This design comes from an exercise in tuning for small area on the open sky130 flow, not from production work. RTL that was checked went through simulation tests only; none was proved equivalent to the original. Power and IR drop assume default switching activity.

before:
Design tile_pixel_encoder, start of the top module:
module tile_pixel_encoder #(
    parameter int TILE_W = 20,
    parameter int TILE_H = 20,
    parameter int DEPTH  = TILE_W * TILE_H,
    parameter int ADDR_W = 9,
    parameter int IDX_W  = 4
) (
    input  logic              Clk,
    input  logic              Reset,
    input  logic              start,
    input  logic              pix_valid,
    input  logic [23:0]       pix_color,
    output logic              pix_ready,
    input  logic [ADDR_W-1:0] read_address,
    output logic [IDX_W-1:0]  output_index,
    output logic              busy,
    output logic              done,
    output logic              err,
    output logic [ADDR_W-1:0] err_addr
);
Size: roughly 1400 flip-flops, about 41000 um^2 of cells after synthesis.
==> flow/config.mk <==
export PLATFORM = sky130hd
export DESIGN_NAME = tile_pixel_encoder
export DESIGN_NICKNAME = tile_pixel_encoder
export VERILOG_FILES = /design/flow/design.v
export SDC_FILE = /design/flow/constraint.sdc
export NUM_CORES = 4
export LEC_CHECK = 0
export CAP_MARGIN = 20
export CORE_MARGIN = 2
export CORE_UTILIZATION = 70
export CTS_BUF_LIST = sky130_fd_sc_hd__clkbuf_16
export CTS_CLUSTER_DIAMETER = 80
export CTS_CLUSTER_SIZE = 28
export SETUP_SLACK_MARGIN = 0.1
export SLEW_MARGIN = 20
export SYNTH_HIERARCHICAL = 1
export SYNTH_MINIMUM_KEEP_SIZE = 0
==> flow/constraint.sdc <==
create_clock -name core_clock -period 5.0 [get_ports {Clk}]
set_input_delay 1.0000 -clock core_clock [delete_from_list [all_inputs] [get_ports {Clk}]]
set_output_delay 1.0000 -clock core_clock [all_outputs]
set_load 0.01 [all_outputs]
standard.sh (not shown) runs the stock make flow with config.mk's settings and CLKGATE_MAP_FILE= SYNTH_SCRIPT=/design/flow/synth_recipe.tcl, a recipe that flattens the netlist after the stock synthesis.
==> flow/flow/run.sh <==
#!/bin/bash
# Standard layout, with plain buffers on the ports and no dummy clock loads.
set -euo pipefail
export BUFFER_PORTS_ARGS="-buffer_cell sky130_fd_sc_hd__buf_2"
export CTS_ARGS="-sink_clustering_enable -repair_clock_nets -dont_use_dummy_load -sink_clustering_size 28 -sink_clustering_max_diameter 80 -buf_list sky130_fd_sc_hd__clkbuf_16"
bash standard.sh > standard.log 2>&1
The inputs of after differ from those of before as listed below.
-- flow/design.v --
<<< before, line 196
    for (genvar r = 0; r < 13; r++) begin : g_ring
        localparam int L = (r < 12) ? 8 : 4;
        logic        w_we;
        logic [12:0] w_d0;
        assign w_we = (w_due != 2'b00) && (w_wword[6:3] == 4'(r));
        tpe_port u_port (.we(w_we), .keep(!w_we), .wdata(w_wdata), .q(r_ring[8*r+L-1]), .d(w_d0));
        always_ff @(posedge Clk) begin
            r_ring[8*r] <= w_d0;
            for (int k = 1; k < L; k++)
                r_ring[8*r+k] <= r_ring[8*r+k-1];
>>> after, line 196
    for (genvar r = 0; r < 13; r++) begin : g_ring
        localparam int L = (r < 12) ? 8 : 4;
        always_ff @(posedge Clk) begin
            if ((w_due != 2'b00) && (w_wword[6:3] == 4'(r)))
                r_ring[8*r] <= w_wdata;
            else
                r_ring[8*r] <= r_ring[8*r+L-1];
            for (int k = 1; k < L; k++)
                r_ring[8*r+k] <= r_ring[8*r+k-1];
<<< before, line 210
    logic [12:0]       w_rword;
    logic [2:0] w_rslot;
    logic       w_c0, w_c1, w_x1, w_x2;
    tpe_xor u_s0 (.a(read_address[2]), .b(r_ph[0]), .y(w_rslot[0]));
    tpe_and u_c0 (.a(read_address[2]), .b(r_ph[0]), .y(w_c0));
    tpe_xor u_x1 (.a(read_address[3]), .b(r_ph[1]), .y(w_x1));
    tpe_xor u_s1 (.a(w_x1), .b(w_c0), .y(w_rslot[1]));
    tpe_maj u_c1 (.a(read_address[3]), .b(r_ph[1]), .c(w_c0), .y(w_c1));
    tpe_xor u_x2 (.a(read_address[4]), .b(r_ph[2]), .y(w_x2));
    tpe_xor u_s2 (.a(w_x2), .b(w_c1), .y(w_rslot[2]));
    tpe_rd_decode u_rdec (.ring(read_address[ADDR_W-1:5]), .b4(read_address[4]), .slot(w_rslot), .sel(w_rsel));
    for (genvar g = 0; g < NGRP3; g++) begin : g_grp3
>>> after, line 209
    logic [12:0]       w_rword;
    logic [2:0] w_rslot;
    assign w_rslot = read_address[4:2] + r_ph;
    tpe_rd_decode u_rdec (.ring(read_address[ADDR_W-1:5]), .b4(read_address[4]), .slot(w_rslot), .sel(w_rsel));
    for (genvar g = 0; g < NGRP3; g++) begin : g_grp3
<<< before, line 243
    assign w_sidx = r_stage[read_address[1:0]];
    always_comb begin
        w_sword = {w_sidx[3], 9'b0, w_sidx[2:0]};
    end
    logic [12:0] r_rword;
>>> after, line 235
    assign w_sidx = r_stage[read_address[1:0]];
    always_comb begin
        if (w_sidx[3]) w_sword = {2'b10, read_address[1:0], 9'b0};
        else           w_sword = 13'({w_sidx[2:0]} << (3 * read_address[1:0]));
    end
    logic [12:0] r_rword;
<<< before, line 255
    end
    always_ff @(posedge Clk) begin
        r_rpos <= w_hit ? 2'd0 : read_address[1:0];
    end
    assign r_out = dec(r_rword, r_rpos);
>>> after, line 248
    end
    always_ff @(posedge Clk) begin
        r_rpos <= read_address[1:0];
    end
    assign r_out = dec(r_rword, r_rpos);
<<< before, line 305
    end
endmodule
module tpe_port (
    input  logic        we,
    input  logic        keep,
    input  logic [12:0] wdata,
    input  logic [12:0] q,
    output logic [12:0] d
);
    assign d = ({13{we}} & wdata) | ({13{keep}} & q);
endmodule
module tpe_xor (
    input  logic a,
    input  logic b,
    output logic y
);
    assign y = a ^ b;
endmodule
module tpe_and (
    input  logic a,
    input  logic b,
    output logic y
);
    assign y = a & b;
endmodule
module tpe_maj (
    input  logic a,
    input  logic b,
    input  logic c,
    output logic y
);
    assign y = (a & b) | (a & c) | (b & c);
endmodule
>>> after, line 298
    end
endmodule
- Taking before as the reference, in after fraction of met2 tracks used by global routing has increased; filler-free cell count of the finished design moved up; total net switching power moved up; overall global routing resource usage level; area enclosed by the die boundary went up.
- Summary of after over before: clock network fraction of total power up 0.2 points, post-detailed-routing wire length flat, setup slack up 27 ps, share of final-layout standard cells stronger than drive strength 1 up 5.7 points.
Function not checked in before: the RTL went through the layout flow alone.

---

## old
The RTL this note starts from:
==> flow/design.v <==
module tile_pixel_encoder #(
    parameter int TILE_W = 20,
    parameter int TILE_H = 20,
    parameter int DEPTH  = TILE_W * TILE_H,
    parameter int ADDR_W = 9,
    parameter int IDX_W  = 4
) (
    input  logic              Clk,
    input  logic              Reset,
    input  logic              start,
    input  logic              pix_valid,
    input  logic [23:0]       pix_color,
    output logic              pix_ready,
    input  logic [ADDR_W-1:0] read_address,
    output logic [IDX_W-1:0]  output_index,
    output logic              busy,
    output logic              done,
    output logic              err,
    output logic [ADDR_W-1:0] err_addr
);
    typedef enum logic [1:0] {ST_IDLE, ST_LOAD, ST_DONE} state_t;
    localparam int                NUM_PAL = 9;
    localparam int                NWORDS  = DEPTH / 4;
    localparam int                NGRP3   = 32;   
    localparam int                NGRP2   = 2;    
    localparam int                NGRP    = NGRP3 + NGRP2;
    localparam logic [ADDR_W-1:0] LAST    = ADDR_W'(DEPTH - 1);
    localparam logic [24*NUM_PAL-1:0] PAL = {
        24'hE33F00, 24'h756C5F, 24'hAB3A00, 24'hE6570C, 24'hFFC89C,
        24'hFFFFEF, 24'h0A0000, 24'h888173, 24'h800080
    };
    function automatic logic [12:0] enc(input logic [3:0] d0, input logic [3:0] d1,
                                        input logic [3:0] d2, input logic [3:0] d3);
        case ({d3[3], d2[3], d1[3], d0[3]})
            4'b0000: enc = {1'b0, d3[2:0], d2[2:0], d1[2:0], d0[2:0]};
            4'b0001: enc = {4'b1000, d3[2:0], d2[2:0], d1[2:0]};
            4'b0010: enc = {4'b1001, d3[2:0], d2[2:0], d0[2:0]};
            4'b0100: enc = {4'b1010, d3[2:0], d1[2:0], d0[2:0]};
            4'b1000: enc = {4'b1011, d2[2:0], d1[2:0], d0[2:0]};
            4'b0011: enc = {7'b1100011, d3[2:0], d2[2:0]};
            4'b0101: enc = {7'b1100101, d3[2:0], d1[2:0]};
            4'b1001: enc = {7'b1101001, d2[2:0], d1[2:0]};
            4'b0110: enc = {7'b1100110, d3[2:0], d0[2:0]};
            4'b1010: enc = {7'b1101010, d2[2:0], d0[2:0]};
            4'b1100: enc = {7'b1101100, d1[2:0], d0[2:0]};
            4'b0111: enc = {7'b1100111, 3'b000, d3[2:0]};
            4'b1011: enc = {7'b1101011, 3'b000, d2[2:0]};
            4'b1101: enc = {7'b1101101, 3'b000, d1[2:0]};
            4'b1110: enc = {7'b1101110, 3'b000, d0[2:0]};
            default: enc = {7'b1101111, 6'b000000};
        endcase
    endfunction
    function automatic logic [3:0] dec(input logic [12:0] w, input logic [1:0] p);
        logic [2:0] s0, s1, s2, s3;
        logic       e;    
        logic [2:0] v;    
        s0 = w[2:0]; s1 = w[5:3]; s2 = w[8:6]; s3 = w[11:9];
        e = 1'b0;
        v = s0;
        if (!w[12]) begin
            case (p)
                2'd0: v = s0;
                2'd1: v = s1;
                2'd2: v = s2;
                default: v = s3;
            endcase
        end else if (!w[11]) begin
            e = (w[10:9] == p);
            case (p)
                2'd0: v = s0;
                2'd1: v = w[10:9] == 2'd0 ? s0 : s1;
                2'd2: v = (w[10:9] == 2'd0 || w[10:9] == 2'd1) ? s1 : s2;
                default: v = s2;
            endcase
        end else begin
            e = w[6 + p];
            case (p)
                2'd0: v = s0;
                2'd1: v = !w[6] ? s1 : s0;
                2'd2: v = (!w[6] || !w[7]) ? s1 : s0;
                default: v = (!w[6] || !w[7] || !w[8]) ? s1 : s0;
            endcase
        end
        dec = e ? 4'd8 : {1'b0, v};
    endfunction
    state_t            r_state;
    logic [ADDR_W-1:0] r_addr;
    logic [IDX_W-1:0]  r_out;       
    logic [12:0]       r_ring [0:NWORDS-1];    
    logic [2:0]        r_ph;        
    logic [IDX_W-1:0]  r_stage [0:2];
    logic [12:0]       r_pend [0:1];    
    logic [1:0]        r_pvalid;
    logic              w_xfer;
    logic [IDX_W-1:0]  w_idx;
    assign w_xfer       = (r_state == ST_LOAD) && pix_valid;
    assign pix_ready    = (r_state == ST_LOAD);
    assign busy         = (r_state == ST_LOAD);
    assign done         = (r_state == ST_DONE);
    assign output_index = r_out;
    logic              w_miss;
    logic              r_err;
    logic [ADDR_W-1:0] r_err_addr;
    always_comb begin
        w_idx  = '0;
        w_miss = 1'b1;
        for (int i = NUM_PAL - 1; i >= 0; i--) begin
            if (pix_color == PAL[24*i +: 24]) begin
                w_idx  = IDX_W'(i);
                w_miss = 1'b0;
            end
        end
    end
    always_ff @(posedge Clk) begin
        if (Reset) begin
            r_err      <= 1'b0;
            r_err_addr <= '0;
        end else if ((r_state != ST_LOAD) && start) begin
            r_err      <= 1'b0;
            r_err_addr <= '0;
        end else if (w_xfer && w_miss && !r_err) begin
            r_err      <= 1'b1;
            r_err_addr <= r_addr;
        end
    end
    assign err      = r_err;
    assign err_addr = r_err_addr;
    always_ff @(posedge Clk) begin
        if (Reset) begin
            r_state <= ST_IDLE;
            r_addr  <= '0;
        end else begin
            case (r_state)
                ST_IDLE, ST_DONE: begin
                    if (start) begin
                        r_state <= ST_LOAD;
                        r_addr  <= '0;
                    end
                end
                ST_LOAD: begin
                    if (w_xfer) begin
                        if (r_addr == LAST) begin
                            r_state <= ST_DONE;
                            r_addr  <= '0;
                        end else begin
                            r_addr <= r_addr + ADDR_W'(1);
                        end
                    end
                end
                default: begin
                    r_state <= ST_IDLE;
                    r_addr  <= '0;
                end
            endcase
        end
    end
    logic       w_last;        
    logic [6:0] w_m1, w_m2;    
    logic [6:0] w_pw [0:1];    
    logic [1:0] w_due;         
    logic [12:0] w_wdata;
    logic [6:0]  w_wword;
    assign w_last = w_xfer && (r_addr[1:0] == 2'd3);
    assign w_m1   = (r_addr[ADDR_W-1:2] == 7'd0) ? 7'd99 : r_addr[ADDR_W-1:2] - 7'd1;
    assign w_m2   = (r_addr[ADDR_W-1:2] == 7'd0) ? 7'd98 :
                    (r_addr[ADDR_W-1:2] == 7'd1) ? 7'd99 : r_addr[ADDR_W-1:2] - 7'd2;
    assign w_pw[0] = w_m1[0] ? w_m2 : w_m1;
    assign w_pw[1] = w_m1[0] ? w_m1 : w_m2;
    function automatic logic due(input logic [6:0] w, input logic [2:0] ph);
        if (w[6:3] == 4'd12) due = (2'(ph[1:0] + w[1:0] + 2'd1) == 2'd0);
        else                 due = (3'(ph + w[2:0] + 3'd1) == 3'd0);
    endfunction
    assign w_due[0] = r_pvalid[0] && due(w_pw[0], r_ph);
    assign w_due[1] = r_pvalid[1] && due(w_pw[1], r_ph);
    assign w_wdata  = w_due[1] ? r_pend[1] : r_pend[0];
    assign w_wword  = w_due[1] ? w_pw[1] : w_pw[0];
    always_ff @(posedge Clk) begin
        if (!Reset && w_xfer && !w_last)
            r_stage[r_addr[1:0]] <= w_idx;
    end
    for (genvar b = 0; b < 2; b++) begin : g_pend
        always_ff @(posedge Clk) begin
            if (!Reset && w_last && (r_addr[2] == 1'(b)))
                r_pend[b] <= enc(r_stage[0], r_stage[1], r_stage[2], w_idx);
        end
        always_ff @(posedge Clk) begin
            if (Reset)                                 r_pvalid[b] <= 1'b0;
            else if (w_last && (r_addr[2] == 1'(b)))   r_pvalid[b] <= 1'b1;
            else if (w_due[b])                         r_pvalid[b] <= 1'b0;
        end
    end
    always_ff @(posedge Clk) begin
        if (Reset) r_ph <= 3'd0;
        else       r_ph <= r_ph + 3'd1;
    end
    for (genvar r = 0; r < 13; r++) begin : g_ring
        localparam int L = (r < 12) ? 8 : 4;
        always_ff @(posedge Clk) begin
            if ((w_due != 2'b00) && (w_wword[6:3] == 4'(r)))
                r_ring[8*r] <= w_wdata;
            else
                r_ring[8*r] <= r_ring[8*r+L-1];
            for (int k = 1; k < L; k++)
                r_ring[8*r+k] <= r_ring[8*r+k-1];
        end
    end
    logic [NWORDS-1:0] w_rsel;
    logic [13*NGRP-1:0] w_grp_n;
    logic [12:0]       w_rword;
    logic [2:0] w_rslot;
    always_comb begin
        w_rslot = read_address[4:2] + r_ph;
        if (read_address[ADDR_W-1:5] == 4'd12)
            w_rslot[2] = read_address[4];
    end
    tpe_rd_decode u_rdec (.a({read_address[ADDR_W-1:5], w_rslot}), .sel(w_rsel));
    for (genvar g = 0; g < NGRP3; g++) begin : g_grp3
        tpe_aoi3 u_aoi (
            .a(r_ring[3*g]), .b(r_ring[3*g+1]), .c(r_ring[3*g+2]),
            .sa(w_rsel[3*g]), .sb(w_rsel[3*g+1]), .sc(w_rsel[3*g+2]),
            .y_n(w_grp_n[13*g +: 13])
        );
    end
    for (genvar g = 0; g < NGRP2; g++) begin : g_grp2
        tpe_aoi2 u_aoi (
            .a(r_ring[3*NGRP3+2*g]), .b(r_ring[3*NGRP3+2*g+1]),
            .sa(w_rsel[3*NGRP3+2*g]), .sb(w_rsel[3*NGRP3+2*g+1]),
            .y_n(w_grp_n[13*(NGRP3+g) +: 13])
        );
    end
    tpe_nand_tree #(.N(NGRP)) u_tree (.x_n(w_grp_n), .y(w_rword));
    logic        w_hit;
    logic [3:0]  w_sidx;
    logic [12:0] w_sword;
    assign w_hit  = (read_address[ADDR_W-1:2] == r_addr[ADDR_W-1:2]) && (read_address[1:0] < r_addr[1:0]);
    logic [1:0]  w_phit;
    assign w_phit[0] = r_pvalid[0] && (read_address[ADDR_W-1:2] == w_pw[0]);
    assign w_phit[1] = r_pvalid[1] && (read_address[ADDR_W-1:2] == w_pw[1]);
    assign w_sidx = r_stage[read_address[1:0]];
    always_comb begin
        if (w_sidx[3]) w_sword = {2'b10, read_address[1:0], 9'b0};
        else           w_sword = 13'({w_sidx[2:0]} << (3 * read_address[1:0]));
    end
    logic [12:0] r_rword;
    logic [1:0]  r_rpos;
    always_ff @(posedge Clk) begin
        if (Reset)      r_rword <= '0;
        else if (w_hit) r_rword <= w_sword;
        else if (w_phit[0]) r_rword <= r_pend[0];
        else if (w_phit[1]) r_rword <= r_pend[1];
        else            r_rword <= w_rword;
    end
    always_ff @(posedge Clk) begin
        r_rpos <= read_address[1:0];
    end
    assign r_out = dec(r_rword, r_rpos);
endmodule
module tpe_rd_decode (
    input  logic [6:0]  a,
    output logic [99:0] sel
);
    always_comb
        for (int i = 0; i < 100; i++)
            sel[i] = (a == 7'(i));
endmodule
module tpe_aoi3 (
    input  logic [12:0] a,
    input  logic [12:0] b,
    input  logic [12:0] c,
    input  logic        sa,
    input  logic        sb,
    input  logic        sc,
    output logic [12:0] y_n
);
    assign y_n = ~(({13{sa}} & a) | ({13{sb}} & b) | ({13{sc}} & c));
endmodule
module tpe_aoi2 (
    input  logic [12:0] a,
    input  logic [12:0] b,
    input  logic        sa,
    input  logic        sb,
    output logic [12:0] y_n
);
    assign y_n = ~(({13{sa}} & a) | ({13{sb}} & b));
endmodule
module tpe_nand_tree #(
    parameter int N = 34
) (
    input  logic [13*N-1:0] x_n,
    output logic [12:0] y
);
    always_comb begin
        y = '0;
        for (int i = 0; i < N; i++)
            y = y | ~x_n[13*i +: 13];
    end
endmodule
==> flow/config.mk <==
export PLATFORM = sky130hd
export DESIGN_NAME = tile_pixel_encoder
export DESIGN_NICKNAME = tile_pixel_encoder
export VERILOG_FILES = /design/flow/design.v
export SDC_FILE = /design/flow/constraint.sdc
export NUM_CORES = 4
export LEC_CHECK = 0
export CAP_MARGIN = 20
export CORE_MARGIN = 2
export CORE_UTILIZATION = 70
export CTS_BUF_LIST = sky130_fd_sc_hd__clkbuf_16
export CTS_CLUSTER_DIAMETER = 80
export CTS_CLUSTER_SIZE = 28
export SETUP_SLACK_MARGIN = 0.1
export SLEW_MARGIN = 20
export SYNTH_HIERARCHICAL = 1
export SYNTH_MINIMUM_KEEP_SIZE = 0
==> flow/constraint.sdc <==
create_clock -name core_clock -period 5.0 [get_ports {Clk}]
set_input_delay 1.0000 -clock core_clock [delete_from_list [all_inputs] [get_ports {Clk}]]
set_output_delay 1.0000 -clock core_clock [all_outputs]
set_load 0.01 [all_outputs]
Scripts as last shown in full above: flow/flow/run.sh
old finished all stages; however, its layout fails the closing checks, the failures being antenna violations.
Changes in new relative to old:
--- a/flow/design.v
+++ b/flow/design.v
@@ -195,11 +195,12 @@
     end
     for (genvar r = 0; r < 13; r++) begin : g_ring
         localparam int L = (r < 12) ? 8 : 4;
+        logic        w_we;
+        logic [12:0] w_d0;
+        assign w_we = (w_due != 2'b00) && (w_wword[6:3] == 4'(r));
+        tpe_port u_port (.we(w_we), .keep(!w_we), .wdata(w_wdata), .q(r_ring[8*r+L-1]), .d(w_d0));
         always_ff @(posedge Clk) begin
-            if ((w_due != 2'b00) && (w_wword[6:3] == 4'(r)))
-                r_ring[8*r] <= w_wdata;
-            else
-                r_ring[8*r] <= r_ring[8*r+L-1];
+            r_ring[8*r] <= w_d0;
             for (int k = 1; k < L; k++)
                 r_ring[8*r+k] <= r_ring[8*r+k-1];
         end
@@ -208,12 +209,8 @@
     logic [13*NGRP-1:0] w_grp_n;
     logic [12:0]       w_rword;
     logic [2:0] w_rslot;
-    always_comb begin
-        w_rslot = read_address[4:2] + r_ph;
-        if (read_address[ADDR_W-1:5] == 4'd12)
-            w_rslot[2] = read_address[4];
-    end
-    tpe_rd_decode u_rdec (.a({read_address[ADDR_W-1:5], w_rslot}), .sel(w_rsel));
+    assign w_rslot = read_address[4:2] + r_ph;
+    tpe_rd_decode u_rdec (.ring(read_address[ADDR_W-1:5]), .b4(read_address[4]), .slot(w_rslot), .sel(w_rsel));
     for (genvar g = 0; g < NGRP3; g++) begin : g_grp3
         tpe_aoi3 u_aoi (
             .a(r_ring[3*g]), .b(r_ring[3*g+1]), .c(r_ring[3*g+2]),
@@ -256,12 +253,18 @@
     assign r_out = dec(r_rword, r_rpos);
 endmodule
 module tpe_rd_decode (
-    input  logic [6:0]  a,
+    input  logic [3:0]  ring,
+    input  logic        b4,
+    input  logic [2:0]  slot,
     output logic [99:0] sel
 );
-    always_comb
-        for (int i = 0; i < 100; i++)
-            sel[i] = (a == 7'(i));
+    always_comb begin
+        for (int r = 0; r < 12; r++)
+            for (int k = 0; k < 8; k++)
+                sel[8*r+k] = (ring == 4'(r)) && (slot == 3'(k));
+        for (int k = 0; k < 4; k++)
+            sel[96+k] = (ring == 4'd12) && !b4 && (slot[1:0] == 2'(k));
+    end
 endmodule
 module tpe_aoi3 (
     input  logic [12:0] a,
@@ -295,3 +298,12 @@
             y = y | ~x_n[13*i +: 13];
     end
 endmodule
+module tpe_port (
+    input  logic        we,
+    input  logic        keep,
+    input  logic [12:0] wdata,
+    input  logic [12:0] q,
+    output logic [12:0] d
+);
+    assign d = ({13{we}} & wdata) | ({13{keep}} & q);
+endmodule
Notes after the runs:
new reached the end of the flow, and the finished layout is clean on the timing, DRC and antenna checks. Changes observed in new relative to old: buffering stage count on the worst path with inverters included lower, number of buffers created by CTS lower, number of multi-input combinational cells in the layout lower. Arrival time reported for the critical path endpoint: new vs old up 100 ps. Summary: with old as the reference, detailed-route via count in new moved down slightly. In new, the smallest hold slack came out 34 ps above the value in old. new against old: post-synth design cell area decreased by about 0.7% relative to the old numbers; non-clock buffer count saw a decrease; layout net count fell by 54. Higher routed wire length was reported by old, not new. Compared with old, in new portion of the clock cycle consumed by the worst path in the final layout has increased, met2 routing resource usage after global routing has decreased, switching power has remained practically unchanged, cell area has decreased.
No functional check of the RTL was part of old.

## re-timing with driven ports
How much do the figures lean on ideal ports? The routed layouts below were timed once more, with nothing changed but the port constraints.
Step 1, drivers: a clkbuf_16 drives Clk and a buf_2 each remaining input, both assumed.
Step 2 also shifts input and output timing later by t, the mid clock arrival at the registers, as if the neighbouring blocks saw the same clock.
Three values: ideal, step 1, step 2; two values: the first two.
| run | shift t [ns] | slack for setup (ns) | hold slack, ns | worst setup path after step 2 | worst data-port slew with drivers (ns) |
|---|---|---|---|---|---|
| before | 0.695 | 0.136 / 0.181 / -0.514 | 0.292 / 0.292 / 0.292 | input to register | 0.04 |
| after | 0.690 | 0.163 / 0.205 / -0.485 | 0.246 / 0.246 / 0.246 | input to register | 0.04 |
| old | 0.689 | 0.212 / 0.246 / -0.443 | 0.279 / 0.279 / 0.279 | input to register | 0.07 |
| new | 0.703 | 0.136 / 0.136 / -0.505 | 0.312 / 0.312 / 0.312 | input to register | 0.11 |
For old, which loses most, drivers alone change the setup slack by +0.034 ns; drivers and shift together by -0.655 ns.
